Source: an optimization exercise on an open RTL-to-GDS flow (aim: small area and a short achievable clock period). Production flows keep margins and buffers that such runs may drop.
The RTL was checked by simulation tests, not by an equivalence proof against the original design.

--- design/flow/design.v ---
package pixel_engine_pkg;
    typedef logic [10-1:0] coord_t;
    typedef logic [2:0] pal_idx_t;
    typedef struct packed {
        logic [3:0] red;
        logic [3:0] green;
        logic [3:0] blue;
    } rgb444_t;
    typedef struct packed {
        logic [3:0] rsvd_b;
        rgb444_t    colour_b;
        logic [3:0] rsvd_a;
        rgb444_t    colour_a;
    } palette_entry_t;
    typedef enum logic {
        KIND_WALL   = 1'b0,
        KIND_BULLET = 1'b1
    } object_kind_t;
    typedef struct packed {
        logic [6:0]   reserved;   
        pal_idx_t     pal_idx;    
        coord_t       y;
        coord_t       x;
        object_kind_t kind;
        logic         valid;
    } object_entry_t;
    typedef struct packed {
        logic       invert;
        logic [6:0] reserved;
        pal_idx_t   fg_idx;
        logic       fg_sel;
        pal_idx_t   bg_idx;
        logic       bg_sel;
    } text_cell_t;
    typedef struct packed {
        logic [7:0] red;
        logic [7:0] green;
        logic [7:0] blue;
    } rgb_t;
    function automatic rgb_t widen(rgb444_t c);
        widen = {c.red, c.red, c.green, c.green, c.blue, c.blue};
    endfunction
endpackage
`timescale 1ns/1ns
module sprite_regs (
    input  logic                                                pixel_clk,
    input  logic                                                reset,
    input  logic                                                psel,
    input  logic                                                penable,
    input  logic                                                pwrite,
    input  logic [8-1:0]                              paddr,
    input  logic [32-1:0]                              pwdata,
    output logic [32-1:0]                              prdata,
    output logic                                                pready,
    output logic                                                pslverr,
    output logic [8*32-1:0]                          palette,        
    output logic [16*32-1:0]                          object_table
);
    localparam int AW     = 8;
    localparam int PAL_AW = $clog2(8);
    localparam int OBJ_AW = $clog2(16);
    localparam logic [AW-1:0] PAL_BASE = AW'(8'h00);
    localparam logic [AW-1:0] OBJ_BASE = AW'(8'h40);
    localparam logic [AW-1:0] PAL_SPAN = AW'(8 * 4);
    localparam logic [AW-1:0] OBJ_SPAN = AW'(16 * 4);
    logic [AW-1:0]     pal_off;
    logic [AW-1:0]     obj_off;
    logic              pal_sel;
    logic              obj_sel;
    logic [PAL_AW-1:0] pal_idx;
    logic [OBJ_AW-1:0] obj_idx;
    logic              wr_en;
    pixel_engine_pkg::object_entry_t obj_wdata;
    assign pal_off = paddr - PAL_BASE;
    assign obj_off = paddr - OBJ_BASE;
    assign pal_sel = pal_off < PAL_SPAN;
    assign obj_sel = obj_off < OBJ_SPAN;
    assign pal_idx = pal_off[PAL_AW+1:2];   
    assign obj_idx = obj_off[OBJ_AW+1:2];
    assign wr_en = psel && penable && pwrite;
    always_comb begin
        obj_wdata = pixel_engine_pkg::object_entry_t'(pwdata);
        obj_wdata.reserved = '0;
    end
    always_ff @(posedge pixel_clk) begin
        if (reset) begin
            palette      <= '0;
            object_table <= '0;
        end else if (wr_en) begin
            if (pal_sel) begin
                palette[pal_idx*32 +: 32] <= pwdata;
            end else if (obj_sel) begin
                object_table[obj_idx*32 +: 32] <= obj_wdata;
            end
        end
    end
    always_comb begin
        prdata = '0;
        if (psel && !pwrite) begin
            if (pal_sel) begin
                prdata = palette[pal_idx*32 +: 32];
            end else if (obj_sel) begin
                prdata = object_table[obj_idx*32 +: 32];
            end
        end
    end
    assign pready  = 1'b1;
    assign pslverr = psel && penable && !(pal_sel || obj_sel);
endmodule
`timescale 1ns/1ns
module object_hit (
    input  logic                            pixel_clk,
    input  logic                            reset,
    input  pixel_engine_pkg::object_entry_t entry,
    input  pixel_engine_pkg::coord_t        draw_x,
    input  pixel_engine_pkg::coord_t        draw_y,
    output logic                            hit,
    output logic                            is_bullet,
    output pixel_engine_pkg::pal_idx_t      pal_idx
);
    localparam int CW     = 10;
    localparam int PROD_W = 2 * CW + 2;
    localparam int SQ_W   = PROD_W + 1;
    localparam logic [CW-1:0]   WALL_EDGE = CW'(32);
    localparam logic [SQ_W-1:0] RADIUS_SQ = SQ_W'(4 * 4);
    logic signed [CW:0]       dx;   
    logic signed [CW:0]       dy;
    logic                     s_valid;
    logic                     s_bullet;
    pixel_engine_pkg::pal_idx_t s_pal;
    logic signed [PROD_W-1:0] dx_sq;
    logic signed [PROD_W-1:0] dy_sq;
    logic [SQ_W-1:0]          dist_sq;
    logic                     wall_cover;
    logic                     bullet_cover;
    always_ff @(posedge pixel_clk) begin
        if (reset) begin
            s_valid <= 1'b0;
        end else begin
            s_valid <= entry.valid;
        end
    end
    always_ff @(posedge pixel_clk) begin
        dx       <= $signed({1'b0, draw_x}) - $signed({1'b0, entry.x});
        dy       <= $signed({1'b0, draw_y}) - $signed({1'b0, entry.y});
        s_bullet <= entry.kind == pixel_engine_pkg::KIND_BULLET;
        s_pal    <= entry.pal_idx;
    end
    always_comb begin
        dx_sq   = PROD_W'(dx) * PROD_W'(dx);
        dy_sq   = PROD_W'(dy) * PROD_W'(dy);
        dist_sq = {1'b0, dx_sq} + {1'b0, dy_sq};   
        wall_cover = !dx[CW] && !dy[CW] &&
                     (dx[CW-1:0] < WALL_EDGE) && (dy[CW-1:0] < WALL_EDGE);
        bullet_cover = dist_sq <= RADIUS_SQ;
    end
    always_ff @(posedge pixel_clk) begin
        if (reset) begin
            hit       <= 1'b0;
            is_bullet <= 1'b0;
            pal_idx   <= '0;
        end else begin
            hit       <= s_valid && (s_bullet ? bullet_cover : wall_cover);
            is_bullet <= s_bullet;
            pal_idx   <= s_pal;
        end
    end
endmodule
`timescale 1ns/1ns
module layer_compositor (
    input  logic                                                pixel_clk,
    input  logic                                                reset,
    input  logic [16-1:0]                             hit,
    input  logic [16-1:0]                             is_bullet,
    input  logic [16*3-1:0]                           pal_idx,    
    input  logic [8*32-1:0]                          palette,    
    input  pixel_engine_pkg::coord_t                            draw_x,
    input  pixel_engine_pkg::coord_t                            draw_y,
    input  logic                                                video_on,
    input  pixel_engine_pkg::text_cell_t                        char_code,
    input  logic [7:0]                                          font_row,
    output pixel_engine_pkg::rgb_t                              rgb
);
    localparam pixel_engine_pkg::rgb_t BULLET_RGB = 24'hff5500;
    localparam pixel_engine_pkg::rgb_t MORTAR_RGB = 24'h808080;
    localparam pixel_engine_pkg::rgb_t BRICK_RGB  = 24'ha03020;
    logic                         s1_video_on;
    logic [4:0]                   s1_x_lo;
    logic [3:0]                   s1_y_lo;
    pixel_engine_pkg::text_cell_t s1_char;
    logic [7:0]                   s1_font;
    logic                         font_bit;
    logic                         mortar;
    logic                         s2_video_on;
    logic                         s2_text_on;
    pixel_engine_pkg::pal_idx_t   s2_text_idx;
    logic                         s2_text_sel;
    pixel_engine_pkg::rgb_t       s2_bg_rgb;
    logic                         obj_on;
    logic                         obj_bullet;
    pixel_engine_pkg::pal_idx_t   obj_idx;
    pixel_engine_pkg::rgb_t       rgb_next;
    function automatic pixel_engine_pkg::rgb_t pick_colour(
        pixel_engine_pkg::palette_entry_t entry,
        logic                             sel
    );
        pick_colour = pixel_engine_pkg::widen(sel ? entry.colour_b : entry.colour_a);
    endfunction
    always_ff @(posedge pixel_clk) begin
        if (reset) begin
            s1_video_on <= 1'b0;
        end else begin
            s1_video_on <= video_on;
        end
    end
    always_ff @(posedge pixel_clk) begin
        s1_x_lo <= draw_x[4:0];
        s1_y_lo <= draw_y[3:0];
        s1_char <= char_code;
        s1_font <= font_row;
    end
    assign font_bit = s1_font[3'd7 - s1_x_lo[2:0]] ^ s1_char.invert;
    assign mortar   = (s1_x_lo == '0) || (s1_y_lo == '0);   
    always_ff @(posedge pixel_clk) begin
        if (reset) begin
            s2_video_on <= 1'b0;
            s2_text_on  <= 1'b0;
        end else begin
            s2_video_on <= s1_video_on;
            s2_text_on  <= s1_char != '0;
        end
    end
    always_ff @(posedge pixel_clk) begin
        s2_text_idx <= font_bit ? s1_char.fg_idx : s1_char.bg_idx;
        s2_text_sel <= font_bit ? s1_char.fg_sel : s1_char.bg_sel;
        s2_bg_rgb   <= mortar ? MORTAR_RGB : BRICK_RGB;
    end
    always_comb begin
        obj_on     = 1'b0;
        obj_bullet = 1'b0;
        obj_idx    = '0;
        for (int i = 16 - 1; i >= 0; i--) begin
            if (hit[i]) begin
                obj_on     = 1'b1;
                obj_bullet = is_bullet[i];
                obj_idx    = pal_idx[i*3 +: 3];
            end
        end
    end
    always_comb begin
        if (!s2_video_on) begin
            rgb_next = '0;
        end else if (s2_text_on) begin
            rgb_next = pick_colour(palette[s2_text_idx*32 +: 32], s2_text_sel);
        end else if (obj_on) begin
            rgb_next = obj_bullet ? BULLET_RGB : pick_colour(palette[obj_idx*32 +: 32], 1'b0);
        end else begin
            rgb_next = s2_bg_rgb;
        end
    end
    always_ff @(posedge pixel_clk) begin
        if (reset) begin
            rgb <= '0;
        end else begin
            rgb <= rgb_next;
        end
    end
endmodule
`timescale 1ns/1ns
module pixel_engine (
    input  logic                         pixel_clk,
    input  logic                         reset,
    input  pixel_engine_pkg::coord_t     draw_x,
    input  pixel_engine_pkg::coord_t     draw_y,
    input  logic                         video_on,
    input  pixel_engine_pkg::text_cell_t char_code,
    input  logic [7:0]                   font_row,
    input  logic                         psel,
    input  logic                         penable,
    input  logic                         pwrite,
    input  logic [8-1:0]       paddr,
    input  logic [32-1:0]       pwdata,
    output logic [32-1:0]       prdata,
    output logic                         pready,
    output logic                         pslverr,
    output pixel_engine_pkg::rgb_t       rgb
);
    logic [8*32-1:0]                          palette;
    logic [16*32-1:0]                          object_table;
    logic [16-1:0]                             hit;
    logic [16-1:0]                             is_bullet;
    logic [16*3-1:0]                           pal_idx;
    sprite_regs u_regs (
        .pixel_clk    (pixel_clk),
        .reset        (reset),
        .psel         (psel),
        .penable      (penable),
        .pwrite       (pwrite),
        .paddr        (paddr),
        .pwdata       (pwdata),
        .prdata       (prdata),
        .pready       (pready),
        .pslverr      (pslverr),
        .palette      (palette),
        .object_table (object_table)
    );
    for (genvar i = 0; i < 16; i++) begin : g_obj
        object_hit u_hit (
            .pixel_clk (pixel_clk),
            .reset     (reset),
            .entry     (object_table[i*32 +: 32]),
            .draw_x    (draw_x),
            .draw_y    (draw_y),
            .hit       (hit[i]),
            .is_bullet (is_bullet[i]),
            .pal_idx   (pal_idx[i*3 +: 3])
        );
    end
    layer_compositor u_comp (
        .pixel_clk (pixel_clk),
        .reset     (reset),
        .hit       (hit),
        .is_bullet (is_bullet),
        .pal_idx   (pal_idx),
        .palette   (palette),
        .draw_x    (draw_x),
        .draw_y    (draw_y),
        .video_on  (video_on),
        .char_code (char_code),
        .font_row  (font_row),
        .rgb       (rgb)
    );
endmodule
--- design/flow/run.sh ---
#!/bin/bash
# synth_recipe.tcl (not shown) runs the flow's synth.tcl, then flattens the netlist and writes it again
# the make line also repeats each setting of config.mk as NAME=value (left out here)
make -C /OpenROAD-flow-scripts/flow DESIGN_CONFIG=/design/flow/config.mk WORK_HOME=/design/flow/orfs CLKGATE_MAP_FILE= SYNTH_SCRIPT=/design/flow/synth_recipe.tcl finish
--- design/flow/config.mk ---
export PLATFORM = sky130hd
export DESIGN_NAME = pixel_engine
export DESIGN_NICKNAME = pixel_engine
export VERILOG_FILES = /design/flow/design.v
export SDC_FILE = /design/flow/constraint.sdc
export NUM_CORES = 4
export LEC_CHECK = 0
export CAP_MARGIN = 20
export CORE_MARGIN = 2
export CORE_UTILIZATION = 40
export SLEW_MARGIN = 20
--- design/flow/constraint.sdc ---
create_clock -name core_clock -period 10.0 [get_ports {pixel_clk}]
set_input_delay 2.0000 -clock core_clock [delete_from_list [all_inputs] [get_ports {pixel_clk}]]
set_output_delay 2.0000 -clock core_clock [all_outputs]
set_load 0.01 [all_outputs]
==> results.txt <==
through the flow:
step / worst slack (ps) / instances / cell area (um2) / util [%]
after floorplan: 2340 / 22600 / 207000 / -
after global placement: 1040 / 29000 / 215000 / 41.7
after global routing: 419 / 29300 / 221000 / 42.8
final: 980 / 29400 / 221000 / 42.8
after CTS: 1100 / 29300 / 221000 / 42.8
after detailed placement: 1110 / 29000 / 215000 / 41.7
registers in the layout, indices dropped and copies added, names as in the netlist:
name                   flops
u_regs.object_table      512
u_regs.palette           256
g_obj.u_hit.dx           176
g_obj.u_hit.dy           176
g_obj.u_hit.pal_idx       48
g_obj.u_hit.s_pal         48
u_comp.rgb                19
g_obj.u_hit.hit           16
g_obj.u_hit.is_bullet     16
g_obj.u_hit.s_bullet      16
g_obj.u_hit.s_valid       16
u_comp.s1_char            16
u_comp.s1_font             8
u_comp.s1_x_lo             5
u_comp.s1_y_lo             4
u_comp.s2_text_idx         3
u_comp.s2_bg_rgb           2
u_comp.s1_video_on         1
u_comp.s2_text_on          1
u_comp.s2_text_sel         1
u_comp.s2_video_on         1
worst register-to-register path: cells and delay by family (launching register included):
kind                       cells  cell delay [ps]
buffers and inverters          5              440
adders and majority gates      7             2970
xor gates and xnor gates       1              180
AOI/OAI and AO/OA             11             4080
and+or+nand+nor                4              680
DFF                            1              640
Yosys cell counts (185+ instances only):
master | instances | area (um2)
clkbuf_1 | 719 | 2700
nand2b_1 | 228 | 1430
inv_1 | 5060 | 19000
nand3_1 | 191 | 956
xnor2_1 | 879 | 7700
a21oi_1 | 836 | 4180
nor2_1 | 1342 | 5040
and2_1 | 891 | 5570
xor2_1 | 277 | 2430
nor2b_1 | 587 | 3670
nor3_1 | 185 | 926
a22oi_1 | 263 | 1970
o21ai_0 | 427 | 2140
nand2_1 | 1440 | 5410
fa_1 | 3362 | 67300
mux4_2 | 286 | 6440
a21o_1 | 257 | 1930
ha_1 | 2073 | 25900
dfxtp_1 | 1341 | 26800
metal layers:
layer / routed length, um / share of wire [%] / vias to the layer above / GRT usage [%]
met5: 223 / 0.039 / - / 0
met1: 241000 / 42 / 75900 / 29.6
li1: - / - / 70700 / -
met4: 33000 / 5.7 / 34 / 10.5
met3: 46400 / 8.0 / 981 / 4.11
met2: 257000 / 44 / 4783 / 35.1
area by class of cell:
cell class                      count  area [um2]  share of cell area, %
Antenna cell                       40         100                 0.0453
Timing Repair Buffer              324        2740                   1.24
Tap cell                         6916        8650                   3.92
Inverter                         5066       19000                   8.62
Sequential cell                  1341       26900                   12.2
Clock buffer                      220        4500                   2.04
Multi-Input combinational cell  15400      158000                   71.6
Clock inverter                     66         782                  0.354
cell families after synthesis:
logic type | Yosys count | share of synthesized area [%]
compound gates | 3060 | 9.96
xor+xnor | 1156 | 4.89
fa+ha+maj | 5435 | 45.1
buf+inv | 5870 | 10.7
flops | 1341 | 13.0
mux | 408 | 3.72
other cells | 1 | 0.00181
simple gates | 5337 | 12.7
path summary, 6_finish.rpt:
kind | start | end
worst max-delay path | g_obj[1].u_hit.dx[4] | g_obj[1].u_hit.hit
worst min-delay path | u_regs.object_table[1] | g_obj[0].u_hit.s_bullet
worst max register to register | g_obj[1].u_hit.dx[4] | g_obj[1].u_hit.hit
worst min register to register | u_regs.object_table[1] | g_obj[0].u_hit.s_bullet
==> implementation parameters <==
Parameter                              Value

Clock network
  Clock transition at the registers of the reported paths    about 60 ps
  Clock tree buffer depth    4
  Clock root buffer master    clkbuf_16
  CTS tree    yes
  Sink count of the clock tree    between 1,000 and 1,500
  Post-CTS Hold Fix Bufs    0
  Post-CTS sizing    0
  Number of levels in the clock H-tree    4
  Worst-Skew Late Latency    ~920 ps
  Number of clock buffers inserted by TritonCTS    160
  Post-CTS Repair Setup Buffers    0

Floorplan
  Width of the die    723 um
  Core region area    between 500,000 and 600,000 um2
  Die extent in y    723 um
  Initial core utilization    between 40% and 50%
  Area of the die    approximately 520,000 um2
  Ports    roughly 150
  Cell row count    between 200 and 300

Global route
  Largest net degree at the start of global routing    166
  Vias in the first global route    roughly 160k
  First-pass GRT wire length    906,000 um
  Initial antenna violation count    78
  Congestion Overflow GR    0
  Global router's overall resource usage    22.3%

Placed design
  Sum of net half-perimeters after detailed placement    ~460,000 um
  IO Port Bufs    around 140
  Final weighted congestion of routability-driven global placement    ~0.96

Setup path
  Kind of cell adding the most delay to the critical path    compound AO/OA/AOI/OAI gates
  Kind of end point of the critical path    flip-flop
  Critical-path maximum fanout    11
  Worst endpoint data arrival time    9800 ps
  Buf/Inv on CP    5
  Length in cells of the worst reg-to-reg path    28
  CP peak stage delay    around 690 ps
  Type of element launching the critical path    flip-flop
  Master of the slowest instance on the critical path    a2111oi_0
  Reg-to-reg setup timing slack    just under 1000 ps
  Required time of the worst setup path    roughly 11,000 ps
  Setup Crit Path Kind    reg -> reg
  Stages on the worst setup path    28

Route
  WL final    578,000 um
  Routed wire length per instance    slightly below 20 um
  Total DRC errors in the routed layout    0
  Remaining antenna violation count    0
  Number of vias per cell after detailed routing    about 5.2
  Via count    approximately 150k
  Number of violations reported at the end of detailed-routing iteration 0    11,700
  Drt pass-1 iters    9

Yosys
  Post-Syn Area per Cell    9.15 um2
  Async set-or-reset flop fraction in the synthesized netlist    0%
  Mapped Area    approximately 210,000 um2
  Mapped Cells    ~23,000
  Library cells used by synthesis    103
  Yosys reg bits    about 1,300
  EDFF count, synth    0
  Fraction of the yosys area taken by sequential cells    ~13%
  Syn Nets    around 28,000
  YS warnings    3
  Commonest register cell after synthesis    dfxtp_1

STA
  Hold Fails Final Rpt    0
  Hold slack    between 300 and 400 ps
  RSZ-0062 raised after global routing    false
  Max-slew headroom at the worst pin    slightly below 8%
  Total negative slack for setup checks    0 ps
  Final setup vio count    0
  Slew of the pin with the lowest slew margin    1380 ps
  Minimum period implied by the final worst setup slack    9020 ps
  Maximum clock frequency    111 MHz
  Max-slew violation count    0
  Share of the clock period used by the worst path    between 90% and 100%
  Worst clock skew    around 110 ps

Layout
  Fraction of layout cells with a size suffix above 1    4.08%
  Number of inserted filler cells in the final layout    roughly 50,000
  Net total in the final layout    approximately 28,000
  Most frequent standard cell in the layout excluding fill and tap cells    inv_1
  Commonest cells after routing, fill and taps aside    inv_1, fa_1, ha_1, nand2_1, dfxtp_1
  Area Overhead vs Synth    6.72%

Outcome
  Outcome  no timing/DRC/antenna violations

Hold path
  Hold Path Cell Cnt    0
  Min-Delay Path Class    reg -> reg

Flow run
  Number of max-capacitance violations reported    0

re-timing with driven ports:
How much do the figures lean on ideal ports? The routed layout below was timed once more, with nothing changed but the port constraints. Step 1 (the two cells are an assumption about what drives the block):
set clk [get_ports {pixel_clk}]
set_driving_cell -lib_cell sky130_fd_sc_hd__clkbuf_16 $clk
set_driving_cell -lib_cell sky130_fd_sc_hd__buf_2 [delete_from_list [all_inputs] $clk]
Step 2 adds t to the input delays and takes it off the output delays; t is the mean of the earliest and latest rising clock arrival at the registers after step 1. Input paths then give back, and output paths get back, about the clock's delay inside the block. a / b / c = ideal / step 1 / step 2; a / b = the first two.
t, ns: 0.990
setup WS [ns]: 0.980 / 0.980 / 0.980
worst setup path after step 2: register to register
clock arrival spread, ns: 0.110 / 0.110
worst data-port slew with drivers (ns): 0.61
After both steps setup and hold are still met in this run. The setup slack of this run moves by 0.000 ns with the drivers and by 0.000 ns with both steps.
